Context: an optimization exercise on an open-source flow, tuned for small area, a short achievable clock period and few clock cycles. The choices shown serve that exercise and are no tape-out recipe.
No run shown here included a check of the RTL's function; only the layout flow was run.

### flow/config.mk
export PLATFORM = sky130hd
export DESIGN_NAME = edge_acc
export DESIGN_NICKNAME = edge_acc
export VERILOG_FILES = /design/flow/design.v
export SDC_FILE = /design/flow/constraint.sdc
export NUM_CORES = 4
export LEC_CHECK = 0
export CAP_MARGIN = 20
export CORE_MARGIN = 2
export CORE_UTILIZATION = 55
export CTS_CLUSTER_DIAMETER = 100
export CTS_CLUSTER_SIZE = 30
export SLEW_MARGIN = 20
export BUFFER_PORTS_ARGS = -buffer_cell sky130_fd_sc_hd__buf_2
### flow/constraint.sdc
create_clock -name core_clock -period 11.0 [get_ports {clk}]
set_input_delay 2.2000 -clock core_clock [delete_from_list [all_inputs] [get_ports {clk}]]
set_output_delay 2.2000 -clock core_clock [all_outputs]
set_load 0.01 [all_outputs]
### flow/design.v
package edge_pkg;
  localparam int LINE_LENGTH    = 16;                           
  localparam int LINE_COUNT     = 6;                            
  localparam int PIX_PER_WORD   = 4;                            
  localparam int WORDS_PER_LINE = LINE_LENGTH / PIX_PER_WORD;   
  typedef logic [7:0]  pixel_t;   
  typedef logic [31:0] word_t;    
  typedef logic [15:0] addr_t;    
  localparam int SRC_BASE = 0;                                  
  localparam int DST_BASE = WORDS_PER_LINE * LINE_COUNT;        
  localparam int LAST_STEP = 49;
endpackage
`timescale 1ns/1ps
module sobel_lane (
  input  logic              clk,
  input  logic [9:0]        s0,    
  input  logic [9:0]        s2,    
  input  logic signed [8:0] d0,    
  input  logic signed [8:0] d1,    
  input  logic signed [8:0] d2,    
  output edge_pkg::pixel_t  pix
);
  logic [10:0] dx;
  logic [10:0] dy;
  logic        sx, sy;         
  logic [7:0]  ax, ay;         
  logic        big;            
  logic        sx_q, sy_q, big_q;
  logic [7:0]  ax_q, ay_q;
  logic [9:0]  u;
  assign dx  = {1'b0, s2} - {1'b0, s0};
  assign dy  = {{2{d0[8]}}, d0} + {{2{d2[8]}}, d2} + {d1[8], d1, 1'b0};
  assign sx  = dx[10];
  assign sy  = dy[10];
  assign ax  = dx[7:0] ^ {8{sx}};
  assign ay  = dy[7:0] ^ {8{sy}};
  assign big = (dx[10:8] != {3{sx}}) || (dy[10:8] != {3{sy}});
  always_ff @(posedge clk) begin
    sx_q  <= sx;
    sy_q  <= sy;
    ax_q  <= ax;
    ay_q  <= ay;
    big_q <= big;
  end
  assign u   = {2'b00, ax_q} + {2'b00, ay_q} + {8'd0, sx_q & sy_q, sx_q ^ sy_q};
  assign pix = (big_q || (u[9:8] != 2'd0)) ? 8'hff : u[7:0];
endmodule
`timescale 1ns/1ps
module line_buffer (
  input  logic                 clk,
  input  logic                 clear,    
  input  logic                 push,     
  input  logic                 vpush,    
  input  edge_pkg::word_t      data_r,
  output logic                 lclamp,   
  output logic                 rclamp,   
  output logic [4:1][7:0]      top,      
  output logic [4:1][7:0]      mid,
  output logic [4:1][7:0]      bot
);
  edge_pkg::word_t q [9];
  logic [31:8]     q9;
  logic [1:0]      widx;     
  logic            row0;     
  always_ff @(posedge clk) begin
    if (clear) begin
      widx   <= 2'd0;
      row0   <= 1'b1;
      lclamp <= 1'b0;
      rclamp <= 1'b0;
    end else if (push) begin
      widx   <= widx + 2'd1;
      lclamp <= (widx == 2'd1);
      rclamp <= (widx == 2'd0);
      if (widx == 2'd3) row0 <= 1'b0;
    end
  end
  always_ff @(posedge clk) begin
    if (push) begin
      q[0] <= vpush ? q[3] : data_r;
      q[1] <= q[0];
      q[2] <= q[1];
      q[3] <= q[2];
      q[4] <= row0 ? data_r : q[3];
      q[5] <= q[4];
      q[6] <= q[5];
      q[7] <= q[6];
      q[8] <= q[7];
      q9   <= q[8][31:8];
    end
  end
  assign bot = {q[0][7:0], q[1][31:8]};
  assign mid = {q[4][7:0], q[5][31:8]};
  assign top = {q[8][7:0], q9};
endmodule
`timescale 1ns/1ps
module acc_control (
  input  logic            clk,
  input  logic            reset,
  input  logic            start,
  output logic            finish,
  output edge_pkg::addr_t addr,
  output logic            en,
  output logic            we,
  output logic            clear,    
  output logic            push,     
  output logic            vpush     
);
  logic       run;       
  logic       busy;      
  logic [3:0] blk;       
  logic [2:0] ph;        
  logic [3:0] blk_n;     
  logic [2:0] ph_n;
  logic [5:0] addr_q;    
  logic [5:0] base_n;    
  logic       last;      
  logic       go;        
  logic       rd_n, wr_n, vr, rd;
  assign last  = (blk == 4'd9) && (ph == 3'd3);
  assign go    = !busy && start;
  assign ph_n  = (ph == 3'd4) ? 3'd0 : ph + 3'd1;
  assign blk_n = (ph == 3'd4) ? blk + 4'd1 : blk;
  function automatic logic blk_write(input logic [3:0] b);
    blk_write = (b == 4'd2) || (b == 4'd4) || (b == 4'd6) || (b == 4'd8) || (b == 4'd9);
  endfunction
  assign wr_n = blk_write(blk_n);
  assign rd_n = !blk_write(blk_n) && !((blk_n == 4'd7) && (ph_n == 3'd4));
  assign rd   = !blk_write(blk) && !((blk == 4'd7) && (ph == 3'd4));
  assign vr   = ((blk == 4'd7) && (ph == 3'd4)) || ((blk == 4'd8) && (ph != 3'd4));
  always_comb begin
    case (blk_n)
      4'd1:    base_n = 6'd5;
      4'd2:    base_n = 6'd24;
      4'd3:    base_n = 6'd10;
      4'd4:    base_n = 6'd29;
      4'd5:    base_n = 6'd15;
      4'd6:    base_n = 6'd34;
      4'd7:    base_n = 6'd20;
      4'd8:    base_n = 6'd39;
      4'd9:    base_n = 6'd44;
      default: base_n = 6'd0;
    endcase
  end
  assign addr  = {10'd0, addr_q};
  assign clear = !busy;
  always_ff @(posedge clk or posedge reset) begin
    if (reset) begin
      run    <= 1'b0;
      busy   <= 1'b0;
      en     <= 1'b0;
      finish <= 1'b0;
    end else begin
      run    <= go || (run && !last);
      busy   <= start || run;
      finish <= (run && last) || (busy && !run && start);
      en     <= go || (run && !last && (rd_n || wr_n));
    end
  end
  always_ff @(posedge clk) begin
    push  <= run && (rd || vr);
    vpush <= vr;
    we    <= wr_n;
    if (!run) begin
      blk    <= 4'd0;
      ph     <= 3'd0;
      addr_q <= 6'd0;
    end else begin
      blk    <= blk_n;
      ph     <= ph_n;
      addr_q <= base_n + {3'd0, ph_n};
    end
  end
endmodule
`timescale 1ns/1ps
module edge_acc (
  input  logic            clk,
  input  logic            reset,
  input  logic            start,    
  output logic            finish,   
  output edge_pkg::addr_t addr,
  output logic            en,
  output logic            we,
  output edge_pkg::word_t data_w,
  input  edge_pkg::word_t data_r
);
  logic clear, push, vpush;
  logic lclamp;                   
  logic rclamp;                   
  logic cols_q;                   
  logic [4:1][7:0] top, mid, bot;
  logic [9:0]        s_n [1:4];   
  logic signed [8:0] d_n [1:4];   
  logic [9:0]        s_q [1:4];   
  logic signed [8:0] d_q [1:4];
  logic [9:0]        s_r;         
  logic signed [8:0] d_r;         
  logic [9:0]        s_c;         
  logic signed [8:0] d_c;
  logic [9:0]        s_l;         
  logic signed [8:0] d_l;         
  edge_pkg::pixel_t  lane_pix [4];
  acc_control u_ctrl (
    .clk    (clk),
    .reset  (reset),
    .start  (start),
    .finish (finish),
    .addr   (addr),
    .en     (en),
    .we     (we),
    .clear  (clear),
    .push   (push),
    .vpush  (vpush)
  );
  line_buffer u_lbuf (
    .clk    (clk),
    .clear  (clear),
    .push   (push),
    .vpush  (vpush),
    .data_r (data_r),
    .lclamp (lclamp),
    .rclamp (rclamp),
    .top    (top),
    .mid    (mid),
    .bot    (bot)
  );
  always_comb begin
    for (int c = 1; c < 5; c++) begin
      s_n[c] = {2'b00, top[c]} + {1'b0, mid[c], 1'b0} + {2'b00, bot[c]};
      d_n[c] = {1'b0, top[c]} - {1'b0, bot[c]};
    end
  end
  always_ff @(posedge clk) begin
    for (int c = 1; c < 5; c++) begin
      s_q[c] <= s_n[c];
      d_q[c] <= d_n[c];
    end
    s_r    <= rclamp ? s_n[3] : s_n[4];
    d_r    <= rclamp ? d_n[3] : d_n[4];
    cols_q <= push;
  end
  always_ff @(posedge clk) begin
    if (cols_q) begin
      s_c <= s_q[4];
      d_c <= d_q[4];
      s_l <= lclamp ? s_q[4] : s_q[3];
      d_l <= lclamp ? d_q[4] : d_q[3];
    end
  end
  logic [9:0]        lane_s0 [4];
  logic [9:0]        lane_s2 [4];
  logic signed [8:0] lane_d0 [4];
  logic signed [8:0] lane_d1 [4];
  logic signed [8:0] lane_d2 [4];
  assign lane_s0[0] = s_l;
  assign lane_d0[0] = d_l;
  assign lane_s0[1] = s_c;
  assign lane_d0[1] = d_c;
  assign lane_d1[0] = d_c;
  for (genvar j = 2; j < 4; j++) begin : g_left
    assign lane_s0[j] = s_q[j - 1];
    assign lane_d0[j] = d_q[j - 1];
  end
  for (genvar j = 1; j < 4; j++) begin : g_centre
    assign lane_d1[j] = d_q[j];
  end
  assign lane_s2[3] = s_r;
  assign lane_d2[3] = d_r;
  for (genvar j = 0; j < 3; j++) begin : g_right
    assign lane_s2[j] = s_q[j + 1];
    assign lane_d2[j] = d_q[j + 1];
  end
  for (genvar j = 0; j < 4; j++) begin : g_lane
    sobel_lane u_lane (
      .clk (clk),
      .s0  (lane_s0[j]),
      .s2  (lane_s2[j]),
      .d0  (lane_d0[j]),
      .d1  (lane_d1[j]),
      .d2  (lane_d2[j]),
      .pix (lane_pix[j])
    );
  end
  always_ff @(posedge clk) begin
    for (int j = 0; j < 4; j++) begin
      data_w[8*j +: 8] <= lane_pix[j];   
    end
  end
endmodule
### flow/flow/run.sh
#!/bin/bash
cp standard.sh standard_sh.copy.log
cat flow/extra.mk >> config.mk
bash standard.sh > standard.log 2>&1
### flow/flow/extra.mk
export BUFFER_PORTS_ARGS = -buffer_cell sky130_fd_sc_hd__buf_2
### flow/standard.sh
#!/bin/bash
# synth_recipe.tcl (not shown) runs the flow's synth.tcl, then flattens the netlist and writes it again
# the make line also repeats each setting of config.mk as NAME=value (left out here)
make -C /OpenROAD-flow-scripts/flow DESIGN_CONFIG=/design/flow/config.mk WORK_HOME=/design/flow/orfs CLKGATE_MAP_FILE= SYNTH_SCRIPT=/design/flow/synth_recipe.tcl "${@:-finish}"
==> reports/summary.md, run 1 <==
Counting flops with an async set or reset pin after synthesis yields a share of 0.6993%. The worst hold slack is 417.9 ps, and the met3 layer usage reported by global route is 2.125%. The run gives 7692 ps as the worst path setup slack after routing. The critical path is of the flop to output pin type. TritonCTS built the clock tree.

In this run, synthesis produced a sequential element count of 572. The worst hold path begins at u_lbuf.q[8][25]. The sequential cells in the finished layout cover a total of 0.01496 mm^2. The tools report the die outline area as 0.05190 mm^2.

The initial core utilization is 55.37%. The hold violation total from the final report is 0, and the post-detailed-route DRC marker count is 0. The gate count after technology mapping is 2,131, and the relative max-transition margin is 23.27%. The tools report the critical path data arrival time as 1110 ps.

The fraction of layout cells with a size suffix above 1 is 11.20%. met2 is the most crowded layer. The run gives 0.01182 mm^2 as the area of combinational cells with multiple inputs. The flow ran to the end and the layout has no timing, DRC or antenna violations. The clock transition at the register clock pins on the worst setup and hold paths after CTS works out to 110 ps. The die is 227.8 um tall. The number of pins exceeding their max-slew limit in the final report was 0. In the routed layout, each cell is associated on average with a via count of 5.405. The tools report the startpoint of the most critical setup path as u_ctrl.finish. For the final RePlAce weighted congestion, the log shows 0.8846. The share of the synthesized area in the top cell type is 37.93%.

Setup slack on the worst reg-to-reg path comes out at 7850 ps. From left edge to right edge, the die measures 227.8 um.

After routing the design area is 0.02946 mm^2. The most frequent standard cell in the layout excluding fill and tap cells is edfxtp_1. CTS placed an instance of clkbuf_16 at the clock tree root. The element type at the critical path start was a flop. The worst-case clock buffer depth was 3. After synthesis, the cell types taking the most area are edfxtp_1 38%, dfxtp_1 16%, ha_1 9.5%. Yosys mapped a number of flops with a built-in enable equal to 348. The region available for standard cell placement spans 0.04976 mm^2.

For this run, the register share of the synthesized area comes to 54.28%. The number of antenna diodes in the final layout is 0.

Time the final worst path needs with I/O delays and setup: 3308 ps. The worst register-to-register path ends at u_ctrl.addr_q[5]. The worst register-to-register path begins at u_ctrl.ph[0]. The mean area per synthesized cell was 12.93 um^2. The tools report the number of warnings issued by yosys as 24. The area after detailed placement came out at 0.02869 mm^2. Setup violations remaining at the end of the flow were counted as 0.

Timing analysis after detailed placement gives a worst setup slack of 7630 ps. 86 I/O pins were placed. The number of cells on the worst reg-to-reg path is 13.

The logs give 24 for the total CTS buffers and 0 for the number of antenna violations at the first check in global routing. Most area-hungry cell type in the Yosys netlist: edfxtp_1. At the worst endpoint, the required time is 8800 ps. The count of buffers added by post-CTS timing repair for setup was 0. The wire length of the first global-routing pass was 84,100 um. Once the clock tree was built, the resizer swapped 0 gates to a different size. The master of the slowest instance on the critical path is dfrtp_1.

The tightest min-delay check is of the flop to flop type. After layout, the worst path uses 30.08% of the clock period. Entering global routing, the biggest net connects 208 pins. The maximum net fanout on the critical path was 1; the number of I/O port buffers was 75.

For this design, the sink count on the clock tree is 572. For the worst-skew pair, the clock arrives at the later sink with an insertion delay of 600 ps. Static timing analysis puts the maximum clock frequency at 302.3 MHz. On the worst path, the slowest cell contributes a delay of 380 ps. Walking the worst path, the cells encountered are buf_2. The logic depth of the worst setup path including buffers came out at 1. The post-detailed-routing wire length is 52,920 um. The detailed router placed 15,700 vias in this run. Across the run, the number of max-cap violations was 0.

The cell class contributing the biggest share of worst-path delay was flip-flops. Post-synthesis cell area: 0.02755 mm^2. The run gives 1 as the CTS H-tree depth. In this run the core area contains 82 standard-cell rows.

Among all flip-flop cells after synthesis, the most frequent one is edfxtp_1. The actual transition at the worst max-transition pin came out at 1151 ps. For the count of nets after finishing, the log shows 2,549. Setup repair after global routing left no endpoint under its margin.

Number of DRC violations after detailed-routing iteration 0: 1,004. The number of antenna-violating nets in the routed design is 0, and the placed wire-length estimate is 40,830 um. Post-cts hold buffer count: 0. The setup total negative slack came out at 0 ps. For this run the aggregate overflow at the end of global routing stands at 0.

The buffer and inverter count on the worst path was 1. Dividing the detail-routed wire length by the instance count gives 18.22 um. Counting distinct cell types in the post-synthesis netlist gives 92. On the final layout, the worst clock skew is 22.78 ps. The fill cell total of the finished layout is 4,028, and the first-pass detailed-route iteration total is 5.

The all-layer global routing usage was 20.43%. The met2 capacity usage during global routing is 33.29%, and the number of global-route vias before repair is 15,620. The synthesis-to-finish area growth was 6.930%; the routing usage on met1 was 29.23%.

The worst setup path is captured at an output pin. The top cell types in the final layout, fill and taps aside, are 348 x edfxtp_1, 219 x dfxtp_1, 210 x ha_1. The critical path ends at finish.
[flip-flops by register name (all words and copies together) (netlist names), 2 cells and up]
register / cells
d_l: 8
g_lane.u_lane.big_q: 4
s_c: 10
g_lane.u_lane.ax_q: 32
d_c: 8
u_lbuf.q9: 24
u_lbuf.widx: 2
g_lane.u_lane.sx_q: 4
s_q: 36
s_r: 9
s_l: 10
u_ctrl.ph: 3
g_lane.u_lane.sy_q: 4
u_lbuf.q: 288
u_ctrl.blk: 4
u_ctrl.addr_q: 6
g_lane.u_lane.ay_q: 32
data_w: 32
d_r: 9
d_q: 36
[layer usage]
layer	routed length, um	vias up
met5	0	-
met4	1490	0
met3	1652	74
met2	24020	254
met1	25750	7648
li1	-	7725
[logic make-up after synthesis]
| group | Yosys count | share of synthesized area [%] |
|---|---|---|
| DFF | 572 | 54.28 |
| and+or+nand+nor | 400 | 7.412 |
| AOI/OAI and AO/OA | 350 | 8.511 |
| adders and majority gates | 299 | 16.00 |
| buffers and inverters | 203 | 2.966 |
| xor gates and xnor gates | 182 | 5.813 |
| muxes | 124 | 5.000 |
| other | 1 | 0.01361 |
[final cells by class]
cell class,count,share of cell area (%)
clock buffer,37,2.310
tap,672,2.854
multi-input combinational,1365,40.12
inverter,170,2.166
timing repair buffer,82,1.495
clock inverter,7,0.2761
sequential,572,50.78
[Yosys cell counts, drive strengths merged (11+ instances only)]
library cell    n
edfxtp        348
dfxtp         220
ha            210
inv           170
nor2          114
xnor2         105
mux2          100
fa             89
o21ai          87
xor2           77
a21oi          76
nand2          75
a21o           44
nor2b          37
nor3           31
nand2b         26
mux2i          24
o21a           23
buf            22
nand3          22
and2           19
and3           17
a21boi         16
a211oi         14
clkbuf         11
nor4           11
or3            11
[through the flow]
| step | instances | utilization, % |
|---|---|---|
| 2_1_floorplan | 2140 | - |
| 3_3_place_gp | 2861 | 57.66 |
| 3_5_place_dp | 2861 | 57.66 |
| 4_1_cts | 2905 | 59.19 |
| 5_1_grt | 2905 | 59.20 |
| 6_report | 2905 | 59.20 |
[how the worst min path moves through the flow]
stage	endpoint	slack [ps]	cells past startpoint
floorplan	u_lbuf.q9[10]	400	0
global placement	u_lbuf.q[3][12]	400	0
detailed placement	u_lbuf.q9[12]	400	0
CTS	u_lbuf.q9[25]	410	0
global route	u_lbuf.q9[30]	430	0
finish	u_lbuf.q9[25]	420	0
==> inputs of run 2 (changes only) <==
--- a/flow/design.v
+++ b/flow/design.v
@@ -24,24 +24,26 @@
   logic [10:0] dy;
+  logic        bx, by;         
   logic        sx, sy;         
   logic [7:0]  ax, ay;         
-  logic        big;            
-  logic        sx_q, sy_q, big_q;
+  logic        sx_q, sy_q;
   logic [7:0]  ax_q, ay_q;
-  logic [9:0]  u;
-  assign dx  = {1'b0, s2} - {1'b0, s0};
-  assign dy  = {{2{d0[8]}}, d0} + {{2{d2[8]}}, d2} + {d1[8], d1, 1'b0};
-  assign sx  = dx[10];
-  assign sy  = dy[10];
-  assign ax  = dx[7:0] ^ {8{sx}};
-  assign ay  = dy[7:0] ^ {8{sy}};
-  assign big = (dx[10:8] != {3{sx}}) || (dy[10:8] != {3{sy}});
-  always_ff @(posedge clk) begin
-    sx_q  <= sx;
-    sy_q  <= sy;
-    ax_q  <= ax;
-    ay_q  <= ay;
-    big_q <= big;
-  end
-  assign u   = {2'b00, ax_q} + {2'b00, ay_q} + {8'd0, sx_q & sy_q, sx_q ^ sy_q};
-  assign pix = (big_q || (u[9:8] != 2'd0)) ? 8'hff : u[7:0];
+  logic [8:0]  t;
+  logic [8:0]  u;
+  assign dx = {1'b0, s2} - {1'b0, s0};
+  assign dy = {{2{d0[8]}}, d0} + {{2{d2[8]}}, d2} + {d1[8], d1, 1'b0};
+  assign bx = dx[10:8] != {3{dx[10]}};
+  assign by = dy[10:8] != {3{dy[10]}};
+  assign sx = dx[10] | bx;
+  assign sy = dy[10] | by;
+  assign ax = (dx[7:0] ^ {8{dx[10]}}) | {8{bx}};
+  assign ay = (dy[7:0] ^ {8{dy[10]}}) | {8{by}};
+  always_ff @(posedge clk) begin
+    sx_q <= sx;
+    sy_q <= sy;
+    ax_q <= ax;
+    ay_q <= ay;
+  end
+  assign t   = {1'b0, ax_q} + {1'b0, ay_q} + {8'd0, sx_q};
+  assign u   = {1'b0, t[7:0]} + {8'd0, sy_q};
+  assign pix = (t[8] || u[8]) ? 8'hff : u[7:0];
 endmodule
@@ -109,3 +111,3 @@
   logic       run;       
-  logic       busy;      
+  logic       fin;       
   logic [3:0] blk;       
@@ -120,3 +122,3 @@
   assign last  = (blk == 4'd9) && (ph == 3'd3);
-  assign go    = !busy && start;
+  assign go    = !run && !fin && start;
   assign ph_n  = (ph == 3'd4) ? 3'd0 : ph + 3'd1;
@@ -145,3 +147,3 @@
   assign addr  = {10'd0, addr_q};
-  assign clear = !busy;
+  assign clear = !run && !fin;
   always_ff @(posedge clk or posedge reset) begin
@@ -149,3 +151,3 @@
       run    <= 1'b0;
-      busy   <= 1'b0;
+      fin    <= 1'b0;
       en     <= 1'b0;
@@ -154,4 +156,4 @@
       run    <= go || (run && !last);
-      busy   <= start || run;
-      finish <= (run && last) || (busy && !run && start);
+      fin    <= (run && last) || (fin && start);
+      finish <= (run && last) || (finish && start);
       en     <= go || (run && !last && (rd_n || wr_n));
==> run 2 against run 1 <==
Non-clock buffer count fell by 1. Hold slack gained 2.7 ps. Synthesized cell count is 1.0% higher. First-iteration DRC count increased by 1.9%. Final cell count is 0.48% higher. Register-to-register slack lost 200 ps. Area after synthesis barely moved. Global-route usage rose by 0.35 points. Critical path type is now flop to flop. Largest cell class unchanged. Highest routed layer unchanged.
==> reports/summary.md, run 2 <==
Share of async-settable or async-resettable flops after synthesis: 0.7042%. In the layout the commonest cells are 348 x edfxtp_1, 215 x dfxtp_1, 202 x ha_1. The congestion estimate from routability-driven global placement came to 0.9372.

The tools report the critical path data arrival time as 3800 ps. The most frequent standard cell in the layout excluding fill and tap cells is edfxtp_1. Setup violations remaining at the end of the flow were counted as 0. The first global-routing pass estimated 85,410 um of wire. The run gives 1 as the CTS H-tree depth. The detail route stage leaves a number of antenna-violating nets equal to 0. After the flow finishes, the layout carries non-filler instances totaling 2,919. The post-cts hold buffer count was 0; the post-synthesis cell type count was 75. Dividing the detail-routed via count by the number of cells gives 5.492. edfxtp_1 is the most common cell in the netlist. The commonest cells after synthesis are 348 x edfxtp_1, 216 x dfxtp_1, 202 x ha_1.

The run gives 4,105 as the fill cell total of the finished layout. The floorplan step set the die height to 227.9 um. At the later pin of the worst-skew pair, clock insertion delay measures 580 ps. The worst slack at placement is 7514 ps. Gate count after technology mapping: 2,153.

For the pin with the worst max-slew slack, the measured transition is 1064 ps. The worst-case clock buffer depth came out at 3. Post-detailed-routing wire length: 54,050 um. Subtracting the final worst setup slack from the clock period gives 3353 ps.

In the global route stage, overall resource usage came out at 20.78%. The worst hold path belongs to the class flop to flop. Once the floorplan was initialized, standard cells occupied 55.30% of the core. The number of flops mapped to enable cells by yosys came out at 348. The wire-length estimate of the detail-placed layout is 41,420 um. The placeable core region is 0.04986 mm^2.

For this run, the post-layout net count is 2,556. The post-CTS resize count was 0. For the relative max-transition margin, the log shows 29.04%. Placed cell count: 2,877.

The run finished with no timing, DRC or antenna violations. The total of flip-flops plus latches after synthesis is 568, and the worst clock skew is 20.17 ps. The clock sink count is 568.

u_lbuf.q holds more flip-flops than any other register. The run gives 58.99% as the final core utilization. Entering global routing, the biggest net connects 191 pins. The fraction of layout cells with a size suffix above 1 came out at 10.46%. The worst setup path is of the flop to flop kind. The tools report the post-detailed-route DRC marker count as 0. The dominant synthesized flop cell was edfxtp_1.

Sequential cells were found to cover 53.95% of the synthesized design area. Setup slack closes at 7647 ps. The clock transition at the register clock pins on the worst setup and hold paths after CTS was 120 ps; the leftover overflow at the end of global routing was 0. Number of I/O port buffers: 75.

After layout, the worst path uses 30.49% of the clock period. The per-cell routed wire length is 18.52 um. For the worst setup path, the data required time is 11,440 ps. Static timing analysis puts the maximum clock frequency at 298.2 MHz. The maximum net fanout on the critical path was 9.

The die outline area was 0.05194 mm^2; the detailed-route via count was 16,030.

The logs give 0 for the hold violation total from the final report and 86 for the total I/O pin count. The number of DRC violations after detailed-routing iteration 0 was 1,023. The tools report the number of pins exceeding their max-slew limit in the final report as 0.

TritonCTS built the clock tree. In the final timing run, aggregate negative setup slack is 0 ps. In this run the clock root is driven by a clkbuf_16.

The horizontal extent of the die came out at 227.9 um. edfxtp_1 takes more of the synthesized area than any other cell. Number of placement rows: 82.

In this run, CTS created clock tree buffers numbering 23. During synthesis, Yosys emitted a total of 24 warnings. The top cell type by area accounts for 37.90% of the synthesized area.

The sort of element at the end of the critical path was a flop. From synthesis to final layout, the design area changed by 6.675%. The number of flip-flops in the largest register was 288; the mean area per synthesized cell was 12.81 um^2. For the count of buffers added by post-CTS timing repair for setup, the log shows 0. The number of global-route vias before repair was 15,820. The tools report the element type at the critical path start as a flop. The max-cap violation count is 0. After synthesis the cells add up to 0.02757 mm^2.

The first-pass detailed-route iteration total is 4. Setup repair after global routing left no endpoint under its margin. For the number of antenna violations at the first check in global routing, the log shows 0.

The largest registers in the layout are u_lbuf.q (288), d_q (36), s_q (36). In the post-synthesis netlist, the biggest area contributors are edfxtp_1 38%, dfxtp_1 16%, ha_1 9.2%.
[run 2: through the flow]
step                cell area, um^2  hold slack, ps
global route                  29410           435.7
floorplan                     27610           400.3
CTS                           29400           420.2
finish                        29410           420.6
global placement              28700           400.2
detailed placement            28700           404.5
[run 2: final timing paths]
kind / startpoint / to / slack [ps] / depth (start not counted)
max: s_c[0] / g_lane[0].u_lane.ay_q[1] / 7650 / 9
max reg2reg: s_c[0] / g_lane[0].u_lane.ay_q[1] / 7650 / 9
min: u_lbuf.q[6][25] / u_lbuf.q[7][25] / 420 / 0
min reg2reg: u_lbuf.q[6][25] / u_lbuf.q[7][25] / 420 / 0
max in group asynchronous: reset / u_ctrl.run / 9360 / 2
min in group asynchronous: reset / u_ctrl.en / 1480 / 2
[run 2: per-layer routing]
layer	vias up	share of wire, %	global-route usage, %
met5	-	0	0
met4	0	2.4	5.678
met3	70	3.2	1.988
met2	247	46	33.82
met1	7847	49	30.01
li1	7867	-	-
[run 2: critical path, stage by stage, from the launching register on]
cell and delay [ps]:
edfxtp_1 460, fa_1 540, ha_1 250, fa_1 430, a21o_1 200, a21oi_1 290, o211ai_1 170, xnor2_1 180
a211oi_2 520, mux2i_1 170
[run 2: kinds of logic (layout without fill, tap and decap cells)]
group	Yosys count	after routing	share of synthesized area [%]
xor gates and xnor gates	125	125	3.971
AOI/OAI and AO/OA	403	403	9.743
muxes	156	156	6.235
DFF	568	568	53.95
and+or+nand+nor	388	388	7.310
adders and majority gates	291	291	15.63
other	1	11	0.01360
buffers and inverters	221	305	3.154
[run 2: cell type report]
cell class	instances	area, um^2	area share, %
diodes	1	2.502	0.008508
clock buffers	38	674.4	2.293
clock inverters	3	27.53	0.09359
inverters	183	686.9	2.335
multi-input cells	1373	11870	40.36
flip-flops and latches	568	14880	50.58
well taps	672	840.8	2.859
repair buffers	81	432.9	1.472

separate check: timing with driven ports:
Ports are ideal in the flow. The routed layouts listed here were re-timed in OpenROAD.
Step 1 assumes that a clkbuf_16 drives the clock port and a buf_2 every other input.
Step 2 times the ports against the registers' clock, not the clock port: input delays grow and output delays shrink by t, the midpoint of the rising clock arrivals with the driver on.
Three values: ideal ports, drivers, drivers and shift; two values: the first two.
run | t (ns) | slack for setup (ns) | worst setup path after step 2 | worst slew at a driven data input, ns
run 1 | 0.646 | 7.692 / 7.633 / 7.854 | register to register | 0.06
run 2 | 0.635 | 7.647 / 7.630 / 7.647 | register to register | 0.05
After both steps setup and hold are still met in every run listed.
